What follows belongs to an exercise in optimizing a design on an open flow for small area; a production flow would make more cautious choices.
In this exercise RTL edits were held to simulation tests only and were not proved equivalent to the original.
Power figures rest on the tool's default switching activity, not on a simulated workload.

`flow/run.sh`:
```
#!/bin/bash
# Own layout flow: the standard flow (standard.sh, unchanged synthesis),
# with smaller port buffers and a clock tree without dummy loads, built
# from clkbuf_8 leaf clusters. Each tool's output goes to a log file here.
set -euo pipefail
export BUFFER_PORTS_ARGS="-buffer_cell sky130_fd_sc_hd__buf_1"
export CTS_ARGS="-sink_clustering_enable -repair_clock_nets -dont_use_dummy_load -buf_list sky130_fd_sc_hd__clkbuf_8 -sink_clustering_size 12 -sink_clustering_max_diameter 60"
bash standard.sh > standard.log 2>&1 || { tail -50 standard.log; exit 1; }
tail -5 standard.log
```
`standard.sh`:
```
#!/bin/bash
# synth_recipe.tcl (not shown) runs the flow's synth.tcl, then flattens the netlist and writes it again
# the make line also repeats each setting of config.mk as NAME=value (left out here)
make -C /OpenROAD-flow-scripts/flow DESIGN_CONFIG=/design/flow/config.mk WORK_HOME=/design/flow/orfs CLKGATE_MAP_FILE= SYNTH_SCRIPT=/design/flow/synth_recipe.tcl "${@:-finish}"
```
`config.mk`:
```
export PLATFORM = sky130hd
export DESIGN_NAME = ringSwitch
export DESIGN_NICKNAME = ringSwitch
export VERILOG_FILES = /design/flow/design.v
export SDC_FILE = /design/flow/constraint.sdc
export NUM_CORES = 4
export LEC_CHECK = 0
export CAP_MARGIN = 20
export CORE_MARGIN = 2
export CORE_UTILIZATION = 55
export SLEW_MARGIN = 20
```
`constraint.sdc`:
```
create_clock -name core_clock -period 8.0 [get_ports {clk}]
set_input_delay 1.6000 -clock core_clock [delete_from_list [all_inputs] [get_ports {clk}]]
set_output_delay 1.6000 -clock core_clock [all_outputs]
set_load 0.01 [all_outputs]
```
`design.v`:
```
package ringPkg;
	localparam int NodeCount = 7;
	localparam int NodeIdWidth = 3;
	localparam int PayloadWidth = 32;
	localparam int DataWidth = NodeIdWidth + PayloadWidth;
	localparam int UtilWidth = 8;
	localparam int UtilWindow = 256;
	typedef logic [NodeIdWidth-1:0] nodeId_t;
	typedef logic [DataWidth-1:0] flit_t;
endpackage
`timescale 1ns/1ps
module slotFifo #(
	parameter int Depth = 8,
	parameter int Width = 34,
	parameter int HeadWidth = 2
) (
	input  logic                 clk,
	input  logic                 reset,
	input  logic                 push,
	input  logic                 pop,
	input  logic [Width-1:0]     pushData,
	output logic [Width-1:0]     lastData,
	output logic [HeadWidth-1:0] headData,
	output logic                 notEmpty,
	output logic                 hasRoom
);
	localparam int PtrWidth = $clog2(Depth);
	localparam int CountWidth = $clog2(Depth + 1);
	logic [Width-1:0] mem [Depth];
	logic [PtrWidth-1:0] wrPtr;
	logic [Depth-1:0] rdSel;
	logic [CountWidth-1:0] count;
	assign notEmpty = (count != '0);
	assign hasRoom = (int'(count) <= Depth - 2);
	always_comb begin
		headData = '0;
		lastData = '0;
		for (int i = 0; i < Depth; i++) begin
			headData = headData | (mem[i][Width-1 -: HeadWidth] & {HeadWidth{rdSel[i]}});
			lastData = lastData | (mem[i] & {Width{rdSel[(i + 1) % Depth]}});
		end
	end
	always_ff @(posedge clk) begin
		if (push) begin
			mem[wrPtr] <= pushData;
		end
	end
	always_ff @(posedge clk) begin
		if (reset) begin
			wrPtr <= '0;
			rdSel <= Depth'(1);
			count <= '0;
		end else begin
			if (push) begin
				wrPtr <= wrPtr + 1'b1;
			end
			if (pop) begin
				rdSel <= {rdSel[Depth-2:0], rdSel[Depth-1]};
			end
			case ({push, pop})
				2'b10:   count <= count + 1'b1;
				2'b01:   count <= count - 1'b1;
				default: count <= count;
			endcase
		end
	end
endmodule
`timescale 1ns/1ps
module routeCompute #(
	parameter int SrcId = 0
) (
	input  ringPkg::nodeId_t exitNode,
	output logic             toEject,
	output logic             toClockwise,
	output logic [1:0]       hopsLeft
);
	localparam int HalfRing = (ringPkg::NodeCount - 1) / 2;
	int hops;
	always_comb begin
		hops = 0;
		for (int e = 0; e < (1 << ringPkg::NodeIdWidth); e++) begin
			if (int'(exitNode) == e) begin
				hops = (e + ringPkg::NodeCount - SrcId) % ringPkg::NodeCount;
			end
		end
	end
	assign toEject = (hops == 0);
	assign toClockwise = (hops >= 1) && (hops <= HalfRing);
	always_comb begin
		if (exitNode == 3'd7) begin
			hopsLeft = 2'd3;
		end else if (toClockwise) begin
			hopsLeft = 2'(hops - 1);
		end else begin
			hopsLeft = 2'(ringPkg::NodeCount - 1 - hops);
		end
	end
endmodule
`timescale 1ns/1ps
module utilCounter (
	input  logic                            clk,
	input  logic                            reset,
	input  logic                            windowEnd,
	input  logic                            countEvent,
	output logic [ringPkg::UtilWidth-1:0]   util
);
	localparam int W = ringPkg::UtilWidth;
	logic [W-1:0] eventCnt;
	logic [W-1:0] eventNext;
	logic [W:0] carry;
	logic clear;
	always_comb begin
		carry[0] = countEvent && !(&eventCnt);
		for (int i = 0; i < W; i++) begin
			eventNext[i] = eventCnt[i] ^ carry[i];
			carry[i+1] = carry[i] & eventCnt[i];
		end
	end
	assign clear = reset || windowEnd;
	always_ff @(posedge clk) begin
		eventCnt <= eventNext & {W{!clear}};
		if (clear) begin
			util <= eventNext & {W{!reset}};
		end
	end
endmodule
`timescale 1ns/1ps
module ringRouter #(
	parameter int SrcId = 0,
	parameter int InterNodeFifoDepth = 8
) (
	input  logic                          clk,
	input  logic                          reset,
	input  logic                          windowEnd,
	input  ringPkg::flit_t                inject,
	input  logic                          injectReceive,
	input  logic [33:0]                   ClockwiseIn,
	input  logic [33:0]                   CounterClockwiseIn,
	input  logic                          ClockwiseReceive,
	input  logic                          CounterClockwiseReceive,
	input  logic                          ClockwiseNextSlotAvail,
	input  logic                          CounterClockwiseNextSlotAvail,
	input  logic                          EjectSlotAvail,
	output logic [33:0]                   ClockwiseOut,
	output logic [33:0]                   CounterClockwiseOut,
	output ringPkg::flit_t                eject,
	output logic                          ClockwiseSend,
	output logic                          CounterClockwiseSend,
	output logic                          ejectSend,
	output logic                          ClockwiseSlotAvail,
	output logic                          CounterClockwiseSlotAvail,
	output logic                          InjectSlotAvail,
	output logic [ringPkg::UtilWidth-1:0] ClockwiseUtil,
	output logic [ringPkg::UtilWidth-1:0] CounterClockwiseUtil,
	output logic [ringPkg::UtilWidth-1:0] InjectUtil
);
	localparam int ExitLsb = ringPkg::PayloadWidth;
	localparam int PW = ringPkg::PayloadWidth;
	ringPkg::flit_t injData;
	logic injValid;
	logic [33:0] cwLast, ccwLast;
	logic [1:0] cwHead, ccwHead;
	logic cwNotEmpty, ccwNotEmpty;
	logic cwPop, ccwPop, injPop;
	logic injToEject, injToClockwise;
	logic [1:0] injHops;
	logic injEject, injCw, injCcw;
	logic cwEject, cwTransit, ccwEject, ccwTransit;
	logic cwTakeTransit, cwTakeInject, ccwTakeTransit, ccwTakeInject;
	logic cwSentTransit, ccwSentTransit;
	logic [1:0] cwHopsNext, ccwHopsNext;
	logic [2:0] ejectReq, ejectGrant;
	logic [1:0] lastGrant;
	assign InjectSlotAvail = !injValid;
	always_ff @(posedge clk) begin
		if (!injValid) begin
			injData <= inject;
		end
	end
	always_ff @(posedge clk) begin
		if (reset) begin
			injValid <= 1'b0;
		end else begin
			injValid <= injectReceive || (injValid && !injPop);
		end
	end
	slotFifo #(.Depth(InterNodeFifoDepth), .Width(34), .HeadWidth(2)) uClockwiseFifo (
		.clk(clk), .reset(reset), .push(ClockwiseReceive), .pop(cwPop),
		.pushData(ClockwiseIn), .lastData(cwLast), .headData(cwHead),
		.notEmpty(cwNotEmpty), .hasRoom(ClockwiseSlotAvail)
	);
	slotFifo #(.Depth(InterNodeFifoDepth), .Width(34), .HeadWidth(2)) uCounterClockwiseFifo (
		.clk(clk), .reset(reset), .push(CounterClockwiseReceive), .pop(ccwPop),
		.pushData(CounterClockwiseIn), .lastData(ccwLast), .headData(ccwHead),
		.notEmpty(ccwNotEmpty), .hasRoom(CounterClockwiseSlotAvail)
	);
	routeCompute #(.SrcId(SrcId)) uRoute (
		.exitNode(injData[ExitLsb +: ringPkg::NodeIdWidth]),
		.toEject(injToEject),
		.toClockwise(injToClockwise),
		.hopsLeft(injHops)
	);
	assign injEject = injValid && injToEject;
	assign injCw = injValid && !injToEject && injToClockwise;
	assign injCcw = injValid && !injToEject && !injToClockwise;
	assign cwEject = cwNotEmpty && (cwHead == 2'd0);
	assign cwTransit = cwNotEmpty && !cwEject;
	assign ccwEject = ccwNotEmpty && (ccwHead == 2'd0);
	assign ccwTransit = ccwNotEmpty && !ccwEject;
	assign cwTakeTransit = cwTransit && ClockwiseNextSlotAvail;
	assign cwTakeInject = injCw && !cwTransit && ClockwiseNextSlotAvail;
	assign ccwTakeTransit = ccwTransit && CounterClockwiseNextSlotAvail;
	assign ccwTakeInject = injCcw && !ccwTransit && CounterClockwiseNextSlotAvail;
	assign ejectReq = {injEject, ccwEject, cwEject} & {3{EjectSlotAvail}};
	always_comb begin
		ejectGrant = '0;
		case (lastGrant)
			2'd1: begin
				if (ejectReq[2]) ejectGrant[2] = 1'b1;
				else if (ejectReq[0]) ejectGrant[0] = 1'b1;
				else if (ejectReq[1]) ejectGrant[1] = 1'b1;
			end
			2'd2: begin
				if (ejectReq[0]) ejectGrant[0] = 1'b1;
				else if (ejectReq[1]) ejectGrant[1] = 1'b1;
				else if (ejectReq[2]) ejectGrant[2] = 1'b1;
			end
			default: begin
				if (ejectReq[1]) ejectGrant[1] = 1'b1;
				else if (ejectReq[2]) ejectGrant[2] = 1'b1;
				else if (ejectReq[0]) ejectGrant[0] = 1'b1;
			end
		endcase
	end
	assign cwPop = ejectGrant[0] || cwTakeTransit;
	assign ccwPop = ejectGrant[1] || ccwTakeTransit;
	assign injPop = ejectGrant[2] || cwTakeInject || ccwTakeInject;
	always_ff @(posedge clk) begin
		if (reset) begin
			ClockwiseSend <= 1'b0;
			CounterClockwiseSend <= 1'b0;
			ejectSend <= 1'b0;
			lastGrant <= 2'd2;
		end else begin
			ClockwiseSend <= cwTakeTransit || cwTakeInject;
			CounterClockwiseSend <= ccwTakeTransit || ccwTakeInject;
			ejectSend <= |ejectGrant;
			if (|ejectGrant) begin
				lastGrant <= ejectGrant[0] ? 2'd0 : (ejectGrant[1] ? 2'd1 : 2'd2);
			end
		end
	end
	always_ff @(posedge clk) begin
		cwSentTransit <= cwTransit;
		ccwSentTransit <= ccwTransit;
	end
	assign cwHopsNext = (cwLast[PW +: 2] == 2'd3) ? 2'd3 : cwLast[PW +: 2] - 2'd1;
	assign ccwHopsNext = (ccwLast[PW +: 2] == 2'd3) ? 2'd3 : ccwLast[PW +: 2] - 2'd1;
	assign ClockwiseOut = cwSentTransit ? {cwHopsNext, cwLast[PW-1:0]} : {injHops, injData[PW-1:0]};
	assign CounterClockwiseOut = ccwSentTransit ? {ccwHopsNext, ccwLast[PW-1:0]} :
		{injHops, injData[PW-1:0]};
	always_comb begin
		case (lastGrant)
			2'd0:    eject[PW-1:0] = cwLast[PW-1:0];
			2'd1:    eject[PW-1:0] = ccwLast[PW-1:0];
			default: eject[PW-1:0] = injData[PW-1:0];
		endcase
	end
	if (SrcId == 0) begin : gExit7
		assign eject[ExitLsb +: ringPkg::NodeIdWidth] = (lastGrant == 2'd2) ?
			injData[ExitLsb +: ringPkg::NodeIdWidth] : ringPkg::nodeId_t'(0);
	end else begin : gExitN
		assign eject[ExitLsb +: ringPkg::NodeIdWidth] = ringPkg::nodeId_t'(SrcId);
	end
	utilCounter uClockwiseUtil (
		.clk(clk), .reset(reset), .windowEnd(windowEnd), .countEvent(ClockwiseSend),
		.util(ClockwiseUtil)
	);
	utilCounter uCounterClockwiseUtil (
		.clk(clk), .reset(reset), .windowEnd(windowEnd), .countEvent(CounterClockwiseSend),
		.util(CounterClockwiseUtil)
	);
	utilCounter uInjectUtil (
		.clk(clk), .reset(reset), .windowEnd(windowEnd), .countEvent(injectReceive),
		.util(InjectUtil)
	);
endmodule
`timescale 1ns/1ps
module ringSwitch #(
	parameter int InterNodeFifoDepth = 8,
	parameter int IntraNodeFifoDepth = 2
) (
	input  logic                                             clk,
	input  logic                                             reset,
	input  logic [ringPkg::NodeCount*ringPkg::DataWidth-1:0] inject,
	input  logic [ringPkg::NodeCount-1:0]                    injectReceive,
	input  logic [ringPkg::NodeCount-1:0]                    EjectSlotAvail,
	output logic [ringPkg::NodeCount*ringPkg::DataWidth-1:0] eject,
	output logic [ringPkg::NodeCount-1:0]                    ejectSend,
	output logic [ringPkg::NodeCount-1:0]                    InjectSlotAvail,
	output logic [ringPkg::NodeCount*ringPkg::UtilWidth-1:0] ClockwiseUtil,
	output logic [ringPkg::NodeCount*ringPkg::UtilWidth-1:0] CounterClockwiseUtil,
	output logic [ringPkg::NodeCount*ringPkg::UtilWidth-1:0] InjectUtil
);
	localparam int WindowWidth = $clog2(ringPkg::UtilWindow);
	logic [33:0] clockwiseData [ringPkg::NodeCount];
	logic [33:0] counterData [ringPkg::NodeCount];
	logic clockwiseSend [ringPkg::NodeCount];
	logic counterSend [ringPkg::NodeCount];
	logic clockwiseAvail [ringPkg::NodeCount];
	logic counterAvail [ringPkg::NodeCount];
	logic [WindowWidth-1:0] windowCnt;
	logic windowEnd;
	assign windowEnd = (windowCnt == WindowWidth'(ringPkg::UtilWindow - 1));
	always_ff @(posedge clk) begin
		if (reset) begin
			windowCnt <= '0;
		end else begin
			windowCnt <= windowCnt + 1'b1;
		end
	end
	for (genvar n = 0; n < ringPkg::NodeCount; n++) begin : gNode
		localparam int Prev = (n + ringPkg::NodeCount - 1) % ringPkg::NodeCount;
		localparam int Next = (n + 1) % ringPkg::NodeCount;
		ringRouter #(
			.SrcId(n),
			.InterNodeFifoDepth(InterNodeFifoDepth)
		) uRouter (
			.clk(clk),
			.reset(reset),
			.windowEnd(windowEnd),
			.inject(inject[n*ringPkg::DataWidth +: ringPkg::DataWidth]),
			.injectReceive(injectReceive[n]),
			.ClockwiseIn(clockwiseData[Prev]),
			.ClockwiseReceive(clockwiseSend[Prev]),
			.CounterClockwiseIn(counterData[Next]),
			.CounterClockwiseReceive(counterSend[Next]),
			.ClockwiseNextSlotAvail(clockwiseAvail[Next]),
			.CounterClockwiseNextSlotAvail(counterAvail[Prev]),
			.EjectSlotAvail(EjectSlotAvail[n]),
			.ClockwiseOut(clockwiseData[n]),
			.CounterClockwiseOut(counterData[n]),
			.eject(eject[n*ringPkg::DataWidth +: ringPkg::DataWidth]),
			.ClockwiseSend(clockwiseSend[n]),
			.CounterClockwiseSend(counterSend[n]),
			.ejectSend(ejectSend[n]),
			.ClockwiseSlotAvail(clockwiseAvail[n]),
			.CounterClockwiseSlotAvail(counterAvail[n]),
			.InjectSlotAvail(InjectSlotAvail[n]),
			.ClockwiseUtil(ClockwiseUtil[n*ringPkg::UtilWidth +: ringPkg::UtilWidth]),
			.CounterClockwiseUtil(CounterClockwiseUtil[n*ringPkg::UtilWidth +: ringPkg::UtilWidth]),
			.InjectUtil(InjectUtil[n*ringPkg::UtilWidth +: ringPkg::UtilWidth])
		);
	end
endmodule
```
==> load_flow_metrics.sql, run 1 <==
INSERT INTO impl_metrics (metric_group, metric, value, unit) VALUES
('run_status', 'status', 'timing/DRC/antenna clean', ''),
('global_routing', 'number_of_antenna_violations_at_the_first_check_in_global_routing', '34', ''),
('drt', 'wl', '532000', 'µm'),
('synth', 'synthXorXnorAreaFrac', '0.441', '%'),
('clock_network', 'postCtsResizedCells', '0', ''),
('setup_path', 'timing.critical_path.to_type', 'output pin', ''),
('sta', 'timing_worst_slew_pin_value', '1.28', 'ns'),
('cells_and_area', 'final_layout_size_suffix_gt1_share', '8.78', '%'),
('synth', 'synthArstFlopShare', '0', '%'),
('synth', 'synth_top_family_by_area', 'compound AO/OA/AOI/OAI gates', ''),
('synth', 'edff_count_synth', '4221', ''),
('setup_path', 'critical_path_class', 'reg2out', ''),
('cells_and_area', 'reg.largest.list', 'gNode.uRouter.uClockwiseFifo.mem (1904), gNode.uRouter.uCounterClockwiseFifo.mem (1904), gNode.uRouter.injData (245)', ''),
('setup_path', 'timing.critical_path.from_type', 'flop', ''),
('synth', 'yosys_warnings', '30', ''),
('sta', 'fin_setup_tns', '0', 'ns'),
('clock_network', 'cts_tree', 'built', ''),
('sta', 'rsz0062_at_grt', 'no', ''),
('setup_path', 'crit_chain', 'buf_4 > a22oi_1 > and4_1 > o221ai_1 > buf_1', ''),
('clock_network', 'max-clock-path-buffers', '4', ''),
('synth', 'synth_fa_ha_area_share', '1.94', '%'),
('sta', 'hold_violations', '0', ''),
('synth', 'post_synth_mux_area_share', '1.11', '%'),
('floorplan', 'die_height', '574', 'µm'),
('clock_network', 'cts_buffers', '443', ''),
('drt', 'postRouteAntennaNets', '0', ''),
('clock_network', 'cts_root_buf', 'sky130_fd_sc_hd__clkbuf_8', ''),
('sta', 'finalSetupViolations', '0', ''),
('setup_path', 'worst_path_max_delay_cell', 'sky130_fd_sc_hd__dfxtp_1', ''),
('floorplan', 'placementRows', '209', ''),
('drt', 'vias_per_cell', '6.62', ''),
('synth', 'mappedNetlistArea', '179000', 'µm²'),
('placement', 'dp_hpwl', '338000', 'µm'),
('clock_network', 'cts_setup_buffers', '0', ''),
('synth', 'synthesis.area_per_instance', '15.9', 'µm²'),
('global_routing', 'grt_first_pass_wirelength', '747000', 'µm'),
('synth', 'synth.lib_cells_used.distinct', '93', ''),
('synth', 'synth_top_flop_cell', 'sky130_fd_sc_hd__edfxtp_1', ''),
('floorplan', 'core_region_area', '324000', 'µm²'),
('drt', 'detailedRoute.firstPassIterationCount', '6', ''),
('clock_network', 'numClockSinks', '4663', ''),
('sta', 'timing.fmax', '186', 'MHz'),
('floorplan', 'design.portCount', '688', ''),
('job', 'drv.max_cap_violation_count', '0', ''),
('setup_path', 'arrival', '3.77', 'ns'),
('clock_network', 'holdBufCountCts', '0', ''),
('cells_and_area', 'fillerInstances', '24500', ''),
('sta', 'layout_min_cycle_time', '5.37', 'ns'),
('drt', 'route.vias.total', '108000', ''),
('sta', 'clock_skew', '0.0931', 'ns'),
('drt', 'drt-initial-drc-count', '13400', ''),
('power', 'ir_drop', '0.251', 'mV'),
('cells_and_area', 'layout.nets', '12500', ''),
('cells_and_area', 'area_growth_syn_to_layout', '8.00', '%'),
('clock_network', 'htreeDepth', '5', ''),
('hold_path', 'hp-class', 'reg2reg', ''),
('floorplan', 'dieWidth', '574', 'µm'),
('power', 'power_per_cell_area', '312', 'nW/µm²'),
('sta', 'holdWs', '0.437', 'ns'),
('synth', 'synth_seq_area_share', '75.9', '%'),
('drt', 'routed_wire_length_per_instance', '32.6', 'µm'),
('synth', 'post_synth_inst_count', '11300', ''),
('drt', 'post-route-drc-count', '0', ''),
('sta', 'timing.max_slew.rel_slack', '14.5', '%'),
('setup_path', 'worst-path-max-fanout', '23', ''),
('placement', 'buffer_ports.inserted', '669', ''),
('setup_path', 'critPathRequiredTime', '6.40', 'ns'),
('global_routing', 'gr-usage-all-layers', '31.4', '%'),
('global_routing', 'globalRouteOverflowTotal', '0', ''),
('floorplan', 'die_area', '329000', 'µm²'),
('sta', 'final_report_max_slew_violation_count', '0', ''),
('setup_path', 'critPathMaxStageDelay', '0.80', 'ns'),
('synth', 'synth-seq-cells', '4663', ''),
('global_routing', 'first_global_vias', '101000', ''),
('clock_network', 'clk_transition_reported_paths', '0.08', 'ns'),
('power', 'leakage', '0.0610', 'µW'),
('clock_network', 'clock_latency', '1.16', 'ns'),
('placement', 'place_congestion', '0.954', ''),
('floorplan', 'floorplan.initialDensity', '55.2', '%'),
('power', 'post-layout-total-power', '60200', 'µW'),
('synth', 'share_of_the_synthesized_area_in_compound_gates_ao_oa_aoi_oai', '11.7', '%'),
('sta', 'timing.final.crit_share', '67.1', '%'),
('global_routing', 'grt_max_degree', '146', ''),
('synth', 'post_synth_and_or_nand_nor_area_fraction', '6.89', '%');
-- Yosys cell counts (all sizes together), types with 43 or more instances --
library cell | instances | share of area (%)
edfxtp | 4221 | 71
a22oi | 1934 | 8.1
nor2 | 792 | 1.7
a21oi | 504 | 1.4
clkbuf | 460 | 0.97
dfxtp | 442 | 5.0
and4 | 408 | 2.0
nand2 | 388 | 0.82
nor2b | 311 | 1.1
buf | 271 | 0.81
ha | 254 | 1.8
o221ai | 193 | 0.95
o21ai | 143 | 0.43
nand4 | 139 | 0.51
mux2i | 119 | 0.67
inv | 114 | 0.24
mux2 | 70 | 0.44
nor3 | 57 | 0.16
nand2b | 53 | 0.19
xor2 | 47 | 0.23
xnor2 | 43 | 0.21
-- routing by layer --
| metal | part of all wire (%) | up-vias | wire length [µm] | global-route usage, % |
|---|---|---|---|---|
| met3 | 9.7 | 883 | 51800 | 5.15 |
| met2 | 46 | 5883 | 242000 | 47.8 |
| met5 | 0.016 | - | 87 | 0 |
| met1 | 40 | 55300 | 213000 | 45.2 |
| li1 | - | 45900 | - | - |
| met4 | 4.8 | 12 | 25500 | 13.4 |
-- path summary, 6_finish.rpt --
path	start	to	slack, ns	cells after the start
worst max-delay path	gNode[2].uRouter.uCounterClockwiseFifo.rdSel[0]$_SDFFE_PP1N_	eject[98]	2.63	5
worst min-delay path	windowCnt[0]$_SDFF_PP0_	windowCnt[0]$_SDFF_PP0_	0.44	1
worst max register to register	gNode[4].uRouter.uCounterClockwiseFifo.rdSel[1]$_SDFFE_PP0N_	gNode[4].uRouter.uCounterClockwiseFifo.count[3]$_SDFFE_PP0P_	3.57	12
worst min register to register	windowCnt[0]$_SDFF_PP0_	windowCnt[0]$_SDFF_PP0_	0.44	1
-- placed cells by master (no fill, tap or decap), types with 13 or more instances in the layout --
cell type / netlist / final
sky130_fd_sc_hd__o21ai_0: 129 / 128
sky130_fd_sc_hd__a21o_1: 28 / 28
sky130_fd_sc_hd__inv_1: 113 / 110
sky130_fd_sc_hd__a21oi_1: 504 / 462
sky130_fd_sc_hd__o221ai_1: 193 / 193
sky130_fd_sc_hd__and4_1: 408 / 408
sky130_fd_sc_hd__nand3_1: 28 / 28
sky130_fd_sc_hd__mux2_2: 70 / 70
sky130_fd_sc_hd__diode_2: 0 / 19
sky130_fd_sc_hd__nand4_1: 136 / 136
sky130_fd_sc_hd__dfxtp_2: 0 / 22
sky130_fd_sc_hd__a31oi_1: 15 / 15
sky130_fd_sc_hd__dfxtp_1: 442 / 420
sky130_fd_sc_hd__nor4_1: 15 / 15
sky130_fd_sc_hd__conb_1: 2 / 18
sky130_fd_sc_hd__nor2_1: 792 / 701
sky130_fd_sc_hd__clkbuf_8: 1 / 443
sky130_fd_sc_hd__xor2_1: 47 / 47
sky130_fd_sc_hd__nand2b_1: 53 / 53
sky130_fd_sc_hd__ha_1: 254 / 254
sky130_fd_sc_hd__nor3_1: 57 / 29
sky130_fd_sc_hd__a22oi_1: 1933 / 1933
sky130_fd_sc_hd__nand2_1: 388 / 388
sky130_fd_sc_hd__mux2i_1: 119 / 118
sky130_fd_sc_hd__buf_4: 42 / 299
sky130_fd_sc_hd__nor3_2: 0 / 28
sky130_fd_sc_hd__fa_1: 14 / 14
sky130_fd_sc_hd__nor3b_1: 13 / 13
sky130_fd_sc_hd__nor2b_1: 311 / 311
sky130_fd_sc_hd__or3_1: 24 / 24
sky130_fd_sc_hd__buf_1: 129 / 668
sky130_fd_sc_hd__nor2_4: 0 / 86
sky130_fd_sc_hd__a21oi_2: 0 / 42
sky130_fd_sc_hd__edfxtp_1: 4221 / 4221
sky130_fd_sc_hd__xnor2_1: 43 / 43
-- critical path: cells and delay by family (launching register included) --
| family | cells | cell delay [ns] |
|---|---|---|
| flops | 1 | 0.80 |
| buf+inv | 2 | 0.68 |
| simple gates | 1 | 0.29 |
| compound gates | 2 | 0.85 |
-- logic make-up after synthesis --
logic type | after synthesis
buf+inv | 847
simple gates | 2272
xor+xnor | 90
fa+ha+maj | 268
compound gates | 2938
other cells | 2
flops | 4663
mux | 189
-- report_power, final --
| part | internal (µW) | switching [µW] | leakage (µW) | total (µW) |
|---|---|---|---|---|
| Sequential | 30700 | 876 | 0.0420 | 31600 |
| Combinational | 3940 | 12300 | 0.0158 | 16300 |
| Clock | 4900 | 7450 | 0.00319 | 12400 |
| Total | 39500 | 20700 | 0.0610 | 60200 |
-- stage by stage --
stage	instances	instance area, µm²	util, %	worst slack [ns]
6_report	16300	193000	59.6	2.63
5_1_grt	16300	193000	59.6	2.50
4_1_cts	16300	193000	59.5	2.54
3_5_place_dp	15800	187000	57.6	3.14
3_3_place_gp	15800	187000	57.6	3.16
2_1_floorplan	11300	179000	-	0.325
-- area by class of cell --
| cell class | count | area, µm² | share of cell area [%] |
|---|---|---|---|
| Inverter | 116 | 437 | 0.226 |
| Sequential cell | 4663 | 136000 | 70.3 |
| Tap cell | 4325 | 5410 | 2.80 |
| Multi-Input combinational cell | 5775 | 40500 | 21.0 |
| Antenna cell | 19 | 47.5 | 0.0246 |
| Timing Repair Buffer | 973 | 4850 | 2.51 |
| Clock buffer | 443 | 6100 | 3.16 |
==> run 2, diff against run 1 <==
--- a/config.mk
+++ b/config.mk
@@ -9,3 +9,3 @@
 export CORE_MARGIN = 2
-export CORE_UTILIZATION = 55
+export CORE_UTILIZATION = 62
 export SLEW_MARGIN = 20
==> run 2 against run 1 <==
Still clean; design area fell by 0.49%; sequential power barely moved; via count about the same; area after synthesis unchanged; non-clock buffer count down 11; die area is 11% lower; clock skew down 0.025 ns; synthesized cell count is the same.
==> load_flow_metrics.sql, run 2 <==
INSERT INTO impl_metrics (metric_group, metric, value, unit) VALUES
('run_status', 'status', 'timing/DRC/antenna clean', ''),
('synth', 'synth_largest_area_cell', 'sky130_fd_sc_hd__edfxtp_1', ''),
('cells_and_area', 'area_growth_syn_to_layout', '7.47', '%'),
('cells_and_area', 'layout.nets', '12500', ''),
('sta', 'hold_violations', '0', ''),
('floorplan', 'dieWidth', '541', 'µm'),
('floorplan', 'core_region_area', '287000', 'µm²'),
('synth', 'synth.most_common_cell', 'sky130_fd_sc_hd__edfxtp_1', ''),
('placement', 'dp_hpwl', '332000', 'µm'),
('clock_network', 'cts_root_buf', 'sky130_fd_sc_hd__clkbuf_8', ''),
('synth', 'mappedNetlistArea', '179000', 'µm²'),
('cells_and_area', 'final_layout_size_suffix_gt1_share', '8.55', '%'),
('drt', 'vias_per_cell', '6.85', ''),
('sta', 'finalSetupViolations', '0', ''),
('clock_network', 'cts_setup_buffers', '0', ''),
('drt', 'post-route-drc-count', '0', ''),
('synth', 'yosys_warnings', '30', ''),
('cells_and_area', 'sequential_cell_area', '136000', 'µm²'),
('floorplan', 'design.portCount', '688', ''),
('placement', 'dp.cells', '15300', ''),
('power', 'leakage', '0.0608', 'µW'),
('setup_path', 'worstSetupPathDepth', '5', ''),
('setup_path', 'critical_path_class', 'reg2out', ''),
('clock_network', 'cts_tree', 'built', ''),
('clock_network', 'max-clock-path-buffers', '4', ''),
('hold_path', 'hold_depth', '1', ''),
('clock_network', 'cts_buffers', '433', ''),
('setup_path', 'timing.critical_path.from_type', 'flop', ''),
('global_routing', 'gr-usage-all-layers', '34.5', '%'),
('synth', 'post_synth_inst_count', '11300', ''),
('synth', 'synthesis.area_per_instance', '15.9', 'µm²'),
('cells_and_area', 'number_of_non_filler_instances_in_the_completed_layout', '15800', ''),
('cells_and_area', 'reg.largest.list', 'gNode.uRouter.uClockwiseFifo.mem (1904), gNode.uRouter.uCounterClockwiseFifo.mem (1904), gNode.uRouter.injData (245)', ''),
('synth', 'synthArstFlopShare', '0', '%'),
('sta', 'fin_setup_tns', '0', 'ns'),
('power', 'ir_drop', '0.274', 'mV'),
('global_routing', 'number_of_antenna_violations_at_the_first_check_in_global_routing', '31', ''),
('cells_and_area', 'layout_commonest_cell', 'sky130_fd_sc_hd__edfxtp_1', ''),
('hold_path', 'hp-class', 'reg2reg', ''),
('drt', 'drt-initial-drc-count', '14700', ''),
('sta', 'layout_min_cycle_time', '5.57', 'ns'),
('drt', 'route.vias.total', '108000', ''),
('sta', 'timing_worst_slew_pin_value', '1.26', 'ns'),
('setup_path', 'worst-r2r-setup-slack', '3.58', 'ns'),
('clock_network', 'htreeDepth', '5', ''),
('placement', 'place_congestion', '0.959', ''),
('sta', 'timing.fmax', '180', 'MHz'),
('setup_path', 'critical_path.n_buffers_inverters', '3', ''),
('setup_path', 'worst_path_max_delay_cell', 'sky130_fd_sc_hd__o221ai_1', ''),
('power', 'post-layout-total-power', '59900', 'µW'),
('synth', 'yosys.area.top_type_share', '70.9', '%'),
('placement', 'buffer_ports.inserted', '669', ''),
('cells_and_area', 'highest_count_cells_in_the_layout_ignoring_fill_and_taps', 'sky130_fd_sc_hd__edfxtp_1, sky130_fd_sc_hd__a22oi_1, sky130_fd_sc_hd__nor2_1', ''),
('job', 'drv.max_cap_violation_count', '0', ''),
('cells_and_area', 'multi_input_comb_area', '40500', 'µm²'),
('synth', 'synth_seq_area_share', '75.9', '%'),
('setup_path', 'rr_worst_depth', '13', ''),
('sta', 'clock_skew', '0.0678', 'ns'),
('synth', 'synth.lib_cells_used.distinct', '93', ''),
('drt', 'wl', '517000', 'µm'),
('setup_path', 'crit_start', 'gNode[1].uRouter.lastGrant[1]$_SDFFE_PP1P_', ''),
('clock_network', 'holdBufCountCts', '0', ''),
('global_routing', 'grt_max_degree', '144', ''),
('floorplan', 'die_height', '541', 'µm'),
('global_routing', 'grt_first_pass_wirelength', '727000', 'µm'),
('setup_path', 'critPathRequiredTime', '6.40', 'ns'),
('drt', 'detailedRoute.firstPassIterationCount', '9', ''),
('drt', 'routed_wire_length_per_instance', '32.8', 'µm'),
('sta', 'timing.max_slew.rel_slack', '15.8', '%'),
('sta', 'rsz0062_at_grt', 'no', ''),
('setup_path', 'crit_chain', 'inv_1 > ha_1 > clkinv_1 > o221ai_1 > buf_1', ''),
('floorplan', 'placementRows', '197', ''),
('hold_path', 'holdCritStartpoint', 'windowCnt[0]$_SDFF_PP0_', ''),
('sta', 'final_report_max_slew_violation_count', '0', ''),
('clock_network', 'clock_latency', '1.13', 'ns'),
('synth', 'edff_count_synth', '4221', ''),
('floorplan', 'die_area', '292000', 'µm²'),
('drt', 'postRouteAntennaNets', '0', ''),
('setup_path', 'arrival', '3.97', 'ns'),
('setup_path', 'worst-path-max-fanout', '32', ''),
('clock_network', 'numClockSinks', '4663', ''),
('synth', 'synth_top_flop_cell', 'sky130_fd_sc_hd__edfxtp_1', ''),
('clock_network', 'postCtsResizedCells', '0', ''),
('clock_network', 'clk_transition_reported_paths', '0.08', 'ns'),
('floorplan', 'floorplan.initialDensity', '62.2', '%'),
('setup_path', 'reg2reg_from', 'gNode[2].uRouter.uCounterClockwiseFifo.rdSel[6]$_SDFFE_PP0N_', ''),
('cells_and_area', 'fillerInstances', '20000', ''),
('global_routing', 'globalRouteOverflowTotal', '0', ''),
('power', 'power_per_cell_area', '312', 'nW/µm²'),
('sta', 'timing.final.crit_share', '69.6', '%'),
('setup_path', 'critPathMaxStageDelay', '1.03', 'ns'),
('setup_path', 'timing.critical_path.to_type', 'output pin', ''),
('synth', 'synth_common_cells', 'sky130_fd_sc_hd__edfxtp_1, sky130_fd_sc_hd__a22oi_1, sky130_fd_sc_hd__nor2_1, sky130_fd_sc_hd__a21oi_1, sky130_fd_sc_hd__clkbuf_1', ''),
('synth', 'synth-seq-cells', '4663', ''),
('setup_path', 'cpLargestDelayFamily', 'buffers and inverters', ''),
('synth', 'synth.top_cells.by_area', 'sky130_fd_sc_hd__edfxtp_1, sky130_fd_sc_hd__a22oi_1, sky130_fd_sc_hd__dfxtp_1, sky130_fd_sc_hd__and4_1, sky130_fd_sc_hd__ha_1', ''),
('global_routing', 'first_global_vias', '102000', '');
==> run 2: cell counts after synthesis <==
No cell type changed its count.
==> run 2: power breakdown <==
part / internal, µW / total [µW] / switching [µW]
clock: 4790 / 12100 / 7340
combinational: 3910 / 16100 / 12100
sequential: 30700 / 31700 / 960
total: 39400 / 59900 / 20400
==> run 2: per-layer routing <==
metal / track usage (%) / up-vias / routed length (µm)
li1: - / 45900 / -
met1: 49.3 / 54600 / 200000
met2: 52.5 / 6547 / 236000
met3: 5.93 / 961 / 53600
met4: 16.0 / 2 / 27100
met5: 0 / - / 13
==> run 2: worst paths after layout <==
check / to
setup / recovery: eject[60]
hold / removal: windowCnt[0]$_SDFF_PP0_
setup reg to reg: gNode[2].uRouter.uCounterClockwiseFifo.count[3]$_SDFFE_PP0P_
hold reg to reg: windowCnt[0]$_SDFF_PP0_
==> run 2: final cells by class <==
cell class	instances	share of cell area, %
inverter	116	0.227
clock buffer	433	3.10
multi-input combinational	5775	21.1
tap	3781	2.46
sequential	4663	70.6
antenna	20	0.0261
timing repair buffer	962	2.47
==> run 2: stage by stage <==
step           hold slack (ns)  worst slack (ns)  area [µm²]  util, %
3_3_place_gp             0.415              3.07      186000     64.7
6_report                 0.447              2.43      192000     66.8
2_1_floorplan            0.402             0.325      179000        -
4_1_cts                  0.450              2.56      192000     66.7
3_5_place_dp             0.421              3.09      186000     64.7
5_1_grt                  0.486              2.35      192000     66.8
==> run 2: worst register-to-register path: stages, from the launching register on <==
cell and delay, ns:
sky130_fd_sc_hd__dfxtp_1 0.75, sky130_fd_sc_hd__buf_4 0.50, sky130_fd_sc_hd__o21ai_0 0.17, sky130_fd_sc_hd__nand4_1 0.24, sky130_fd_sc_hd__nor3_1 0.13, sky130_fd_sc_hd__a311oi_2 0.91
sky130_fd_sc_hd__inv_1 0.11, sky130_fd_sc_hd__ha_1 0.26, sky130_fd_sc_hd__ha_1 0.29, sky130_fd_sc_hd__a21o_1 0.18, sky130_fd_sc_hd__a21oi_1 0.21, sky130_fd_sc_hd__xnor2_1 0.10
sky130_fd_sc_hd__or3_1 0.31, sky130_fd_sc_hd__a21oi_1 0.15
==> run 2: kinds of logic after synthesis <==
logic type      Yosys count  synth area share, %
flops                  4663                 75.9
compound gates         2938                 11.7
simple gates           2272                 6.89
buf+inv                 847                 2.03
fa+ha+maj               268                 1.94
mux                     189                 1.11
xor+xnor                 90                0.441
other cells               2              0.00420
==> run 3, diff against run 2 <==
==> flow/run.sh (replaced) <==
#!/bin/bash
# Own layout flow: the standard flow (standard.sh, unchanged synthesis),
# with small port buffers, the resizer kept to small drive strengths after
# synthesis, and a clock tree without dummy loads built from clkbuf_8 leaf
# clusters. Each tool's output goes to a log file here (standard.log, and
# ORFS's per-step logs under orfs/logs).
set -euo pipefail
here="$(pwd)"
export BUFFER_PORTS_ARGS="-buffer_cell sky130_fd_sc_hd__buf_1"
export CTS_ARGS="-sink_clustering_enable -repair_clock_nets -dont_use_dummy_load -buf_list sky130_fd_sc_hd__clkbuf_8 -sink_clustering_size 12 -sink_clustering_max_diameter 60"
for step in GLOBAL_PLACE RESIZE REPAIR_TIMING_POST_PLACE CTS GLOBAL_ROUTE; do
  export PRE_${step}_TCL="$here/flow/dontuse.tcl"
done
bash standard.sh > standard.log 2>&1 || { tail -50 standard.log; exit 1; }
tail -5 standard.log
==> flow/dontuse.tcl (new file) <==
set big {}
foreach lc [get_lib_cells sky130_fd_sc_hd__*] {
  set n [get_name $lc]
  if {[string match *clkbuf* $n]} continue
  if {[regexp {_(4|6|8|12|16)$} $n]} { lappend big $n }
}
set_dont_use $big
puts "dontuse.tcl: [llength $big] cells of drive 4 and up set dont_use"
--- a/config.mk
+++ b/config.mk
@@ -9,3 +9,3 @@
 export CORE_MARGIN = 2
-export CORE_UTILIZATION = 62
+export CORE_UTILIZATION = 60
 export SLEW_MARGIN = 20
==> run 3 against run 2 <==
Still clean on timing, DRC and antenna; clock-buffer cell count up 2; global-route usage down 0.15 points; first-iteration DRC count about the same; power rose by 0.12%; setup slack got worse by 0.20 ns; clock skew is 0.020 ns higher; sequential share of layout area grew 0.28 points; fmax down 3.5%; cell count grew 1.4%; die area increased by 3.3%; area after synthesis stayed put; critical path type unchanged.
==> load_flow_metrics.sql, run 3 <==
INSERT INTO impl_metrics (metric_group, metric, value, unit) VALUES
('clock_network', 'max-clock-path-buffers', '4', ''),
('clock_network', 'cts_setup_buffers', '0', ''),
('placement', 'place_congestion', '0.972', ''),
('floorplan', 'die_height', '550', 'µm'),
('synth', 'synth_fa_ha_area_share', '1.94', '%'),
('global_routing', 'grt_first_pass_wirelength', '745000', 'µm'),
('sta', 'clock_skew', '0.0880', 'ns'),
('synth', 'synthesis.area_per_instance', '15.9', 'µm²'),
('cells_and_area', 'area_growth_syn_to_layout', '7.04', '%'),
('cells_and_area', 'highest_count_cells_in_the_layout_ignoring_fill_and_taps', 'sky130_fd_sc_hd__edfxtp_1, sky130_fd_sc_hd__a22oi_1, sky130_fd_sc_hd__buf_1', ''),
('floorplan', 'placementRows', '200', ''),
('setup_path', 'critPathRequiredTime', '6.40', 'ns'),
('setup_path', 'timing.critical_path.from_type', 'flop', ''),
('clock_network', 'cts_tree', 'built', ''),
('cells_and_area', 'layout_commonest_cell', 'sky130_fd_sc_hd__edfxtp_1', ''),
('cells_and_area', 'final_layout_size_suffix_gt1_share', '8.29', '%'),
('sta', 'final_report_max_slew_violation_count', '0', ''),
('run_status', 'status', 'timing/DRC/antenna clean', ''),
('power', 'leakage', '0.0607', 'µW'),
('sta', 'timing_worst_slew_pin_value', '1.30', 'ns'),
('floorplan', 'floorplan.initialDensity', '60.3', '%'),
('clock_network', 'clk_transition_reported_paths', '0.08', 'ns'),
('drt', 'post-route-drc-count', '0', ''),
('power', 'ir_drop', '0.222', 'mV'),
('sta', 'timing.final.crit_share', '72.1', '%'),
('sta', 'timing.fmax', '173', 'MHz'),
('synth', 'synth_largest_area_cell', 'sky130_fd_sc_hd__edfxtp_1', ''),
('clock_network', 'cts_root_buf', 'sky130_fd_sc_hd__clkbuf_8', ''),
('sta', 'finalSetupViolations', '0', ''),
('global_routing', 'globalRouteOverflowTotal', '0', ''),
('clock_network', 'postCtsResizedCells', '0', ''),
('synth', 'edff_count_synth', '4221', ''),
('sta', 'rsz0062_at_grt', 'no', ''),
('synth', 'synth_seq_area_share', '75.9', '%'),
('placement', 'dp.cells', '15500', ''),
('clock_network', 'htreeDepth', '5', ''),
('drt', 'postRouteAntennaNets', '0', ''),
('synth', 'synth_top_flop_cell', 'sky130_fd_sc_hd__edfxtp_1', ''),
('sta', 'hold_violations', '0', ''),
('global_routing', 'grt_max_degree', '51', ''),
('setup_path', 'timing.critical_path.to_type', 'output pin', ''),
('cells_and_area', 'reg.largest.list', 'gNode.uRouter.uClockwiseFifo.mem (1904), gNode.uRouter.uCounterClockwiseFifo.mem (1904), gNode.uRouter.injData (245)', ''),
('setup_path', 'worst-path-max-fanout', '20', ''),
('synth', 'synth.most_common_cell', 'sky130_fd_sc_hd__edfxtp_1', ''),
('setup_path', 'arrival', '4.17', 'ns'),
('sta', 'layout_min_cycle_time', '5.77', 'ns'),
('clock_network', 'holdBufCountCts', '0', ''),
('clock_network', 'cts_buffers', '435', ''),
('global_routing', 'first_global_vias', '103000', ''),
('synth', 'synthArstFlopShare', '0', '%'),
('synth', 'share_of_the_synthesized_area_in_compound_gates_ao_oa_aoi_oai', '11.7', '%'),
('synth', 'post_synth_and_or_nand_nor_area_fraction', '6.89', '%'),
('placement', 'dp_hpwl', '353000', 'µm'),
('cells_and_area', 'number_of_non_filler_instances_in_the_completed_layout', '16000', ''),
('power', 'power_per_cell_area', '313', 'nW/µm²'),
('synth', 'yosys.area.top_type_share', '70.9', '%'),
('clock_network', 'clock_latency', '1.13', 'ns'),
('synth', 'post_synth_inst_count', '11300', ''),
('drt', 'routed_wire_length_per_instance', '33.1', 'µm'),
('synth', 'mappedNetlistArea', '179000', 'µm²'),
('floorplan', 'core_region_area', '297000', 'µm²'),
('sta', 'fin_setup_tns', '0', 'ns'),
('job', 'drv.max_cap_violation_count', '0', ''),
('synth', 'synth.top_cells.by_area', 'sky130_fd_sc_hd__edfxtp_1, sky130_fd_sc_hd__a22oi_1, sky130_fd_sc_hd__dfxtp_1, sky130_fd_sc_hd__and4_1, sky130_fd_sc_hd__ha_1', ''),
('hold_path', 'hp-class', 'reg2reg', ''),
('drt', 'route.vias.total', '108000', ''),
('synth', 'synth.lib_cells_used.distinct', '93', ''),
('drt', 'drt-initial-drc-count', '14700', ''),
('drt', 'vias_per_cell', '6.79', ''),
('drt', 'detailedRoute.firstPassIterationCount', '6', ''),
('placement', 'buffer_ports.inserted', '669', ''),
('sta', 'timing.max_slew.rel_slack', '13.0', '%'),
('synth', 'yosys_warnings', '30', ''),
('floorplan', 'dieWidth', '550', 'µm'),
('clock_network', 'numClockSinks', '4663', ''),
('setup_path', 'critical_path_class', 'reg2out', ''),
('cells_and_area', 'layout.nets', '12500', ''),
('global_routing', 'gr-usage-all-layers', '34.4', '%'),
('synth', 'synthXorXnorAreaFrac', '0.441', '%'),
('synth', 'synth_top_family_by_area', 'compound AO/OA/AOI/OAI gates', ''),
('synth', 'post_synth_mux_area_share', '1.11', '%'),
('floorplan', 'die_area', '302000', 'µm²'),
('drt', 'wl', '529000', 'µm'),
('synth', 'synth_common_cells', 'sky130_fd_sc_hd__edfxtp_1, sky130_fd_sc_hd__a22oi_1, sky130_fd_sc_hd__nor2_1, sky130_fd_sc_hd__a21oi_1, sky130_fd_sc_hd__clkbuf_1', ''),
('global_routing', 'number_of_antenna_violations_at_the_first_check_in_global_routing', '29', ''),
('floorplan', 'design.portCount', '688', ''),
('synth', 'synth-seq-cells', '4663', '');
## run 3: worst paths after layout
check / cells after the start / slack [ns] / startpoint / end
worst max-delay path: 5 / 2.23 / gNode[2].uRouter.uClockwiseFifo.rdSel[3]$_SDFFE_PP0N_ / eject[96]
worst max register to register: 13 / 3.34 / gNode[2].uRouter.uClockwiseFifo.rdSel[2]$_SDFFE_PP0N_ / gNode[2].uRouter.uCounterClockwiseFifo.count[3]$_SDFFE_PP0P_
worst min-delay path: 1 / 0.45 / windowCnt[0]$_SDFF_PP0_ / windowCnt[0]$_SDFF_PP0_
worst min register to register: 1 / 0.45 / windowCnt[0]$_SDFF_PP0_ / windowCnt[0]$_SDFF_PP0_
## run 3: per-stage QoR
stage	utilization, %	power [µW]	setup slack, ns	cell area [µm²]	hold WS (ns)
after floorplan	-	40500	0.325	179000	0.402
after global placement	62.4	47400	3.03	185000	0.420
after detailed placement	62.4	47900	3.14	185000	0.420
after CTS	64.4	59800	2.23	191000	0.444
after global routing	64.5	61900	2.11	191000	0.466
final	64.5	59900	2.23	191000	0.449
## run 3: per-layer routing
layer  global-route usage [%]  vias up  share of wire [%]
met1                     49.0    55200                 39
met2                     52.6     6336                 46
met5                        0        -             0.0098
li1                         -    46100                  -
met3                     5.66      918                 10
met4                     15.6        6                5.1
## run 3: report_power, final
group	switching [µW]	leakage, µW	internal [µW]
Combinational	12000	0.0156	3770
Clock	7360	0.00313	4820
Sequential	1280	0.0420	30700
## run 3: cell type report
cell class / count / area [µm²]
Timing Repair Buffer: 1021 / 4160
Antenna cell: 19 / 47.5
Multi-Input combinational cell: 5775 / 40100
Fill cell: 21300 / 105000
Sequential cell: 4663 / 136000
Clock buffer: 435 / 5990
Inverter: 116 / 437
Tap cell: 3939 / 4930
## run 3: critical path, stage by stage, from the launching register on
cell and delay [ns]:
sky130_fd_sc_hd__dfxtp_1 1.00, sky130_fd_sc_hd__buf_2 0.61, sky130_fd_sc_hd__a22oi_1 0.18, sky130_fd_sc_hd__and4_1 0.28, sky130_fd_sc_hd__o221ai_1 0.75, sky130_fd_sc_hd__buf_1 0.23
## run 3: cell families after synthesis
group | Yosys count
DFF | 4663
AOI/OAI and AO/OA | 2938
and+or+nand+nor | 2272
buffers and inverters | 847
adders and majority gates | 268
muxes | 189
xor gates and xnor gates | 90
other | 2

-- separate check: timing with driven ports --
The flow's constraints put no driver on any port. The routed layouts listed below were extracted and timed again, unchanged, in two steps.
Step 1 assumes that a clkbuf_16 drives the clock port and a buf_2 every other input.
Step 2 times the ports against the registers' clock, not the clock port: input delays grow and output delays shrink by t, the midpoint of the rising clock arrivals with the driver on.
Slacks: no drivers / after step 1 / after step 2; pairs: no drivers / after step 1.
run | shift t [ns] | setup WS [ns] | worst hold slack (ns) | cell pins on the clock port's net
run 1 | 1.216 | 2.631 / 2.528 / 3.009 | 0.437 / 0.437 / 0.437 | 1
run 2 | 1.200 | 2.431 / 2.335 / 2.877 | 0.447 / 0.447 / 0.447 | 1
run 3 | 1.177 | 2.231 / 2.132 / 3.059 | 0.449 / 0.449 / 0.449 | 1
After both steps setup and hold are still met in every run listed.
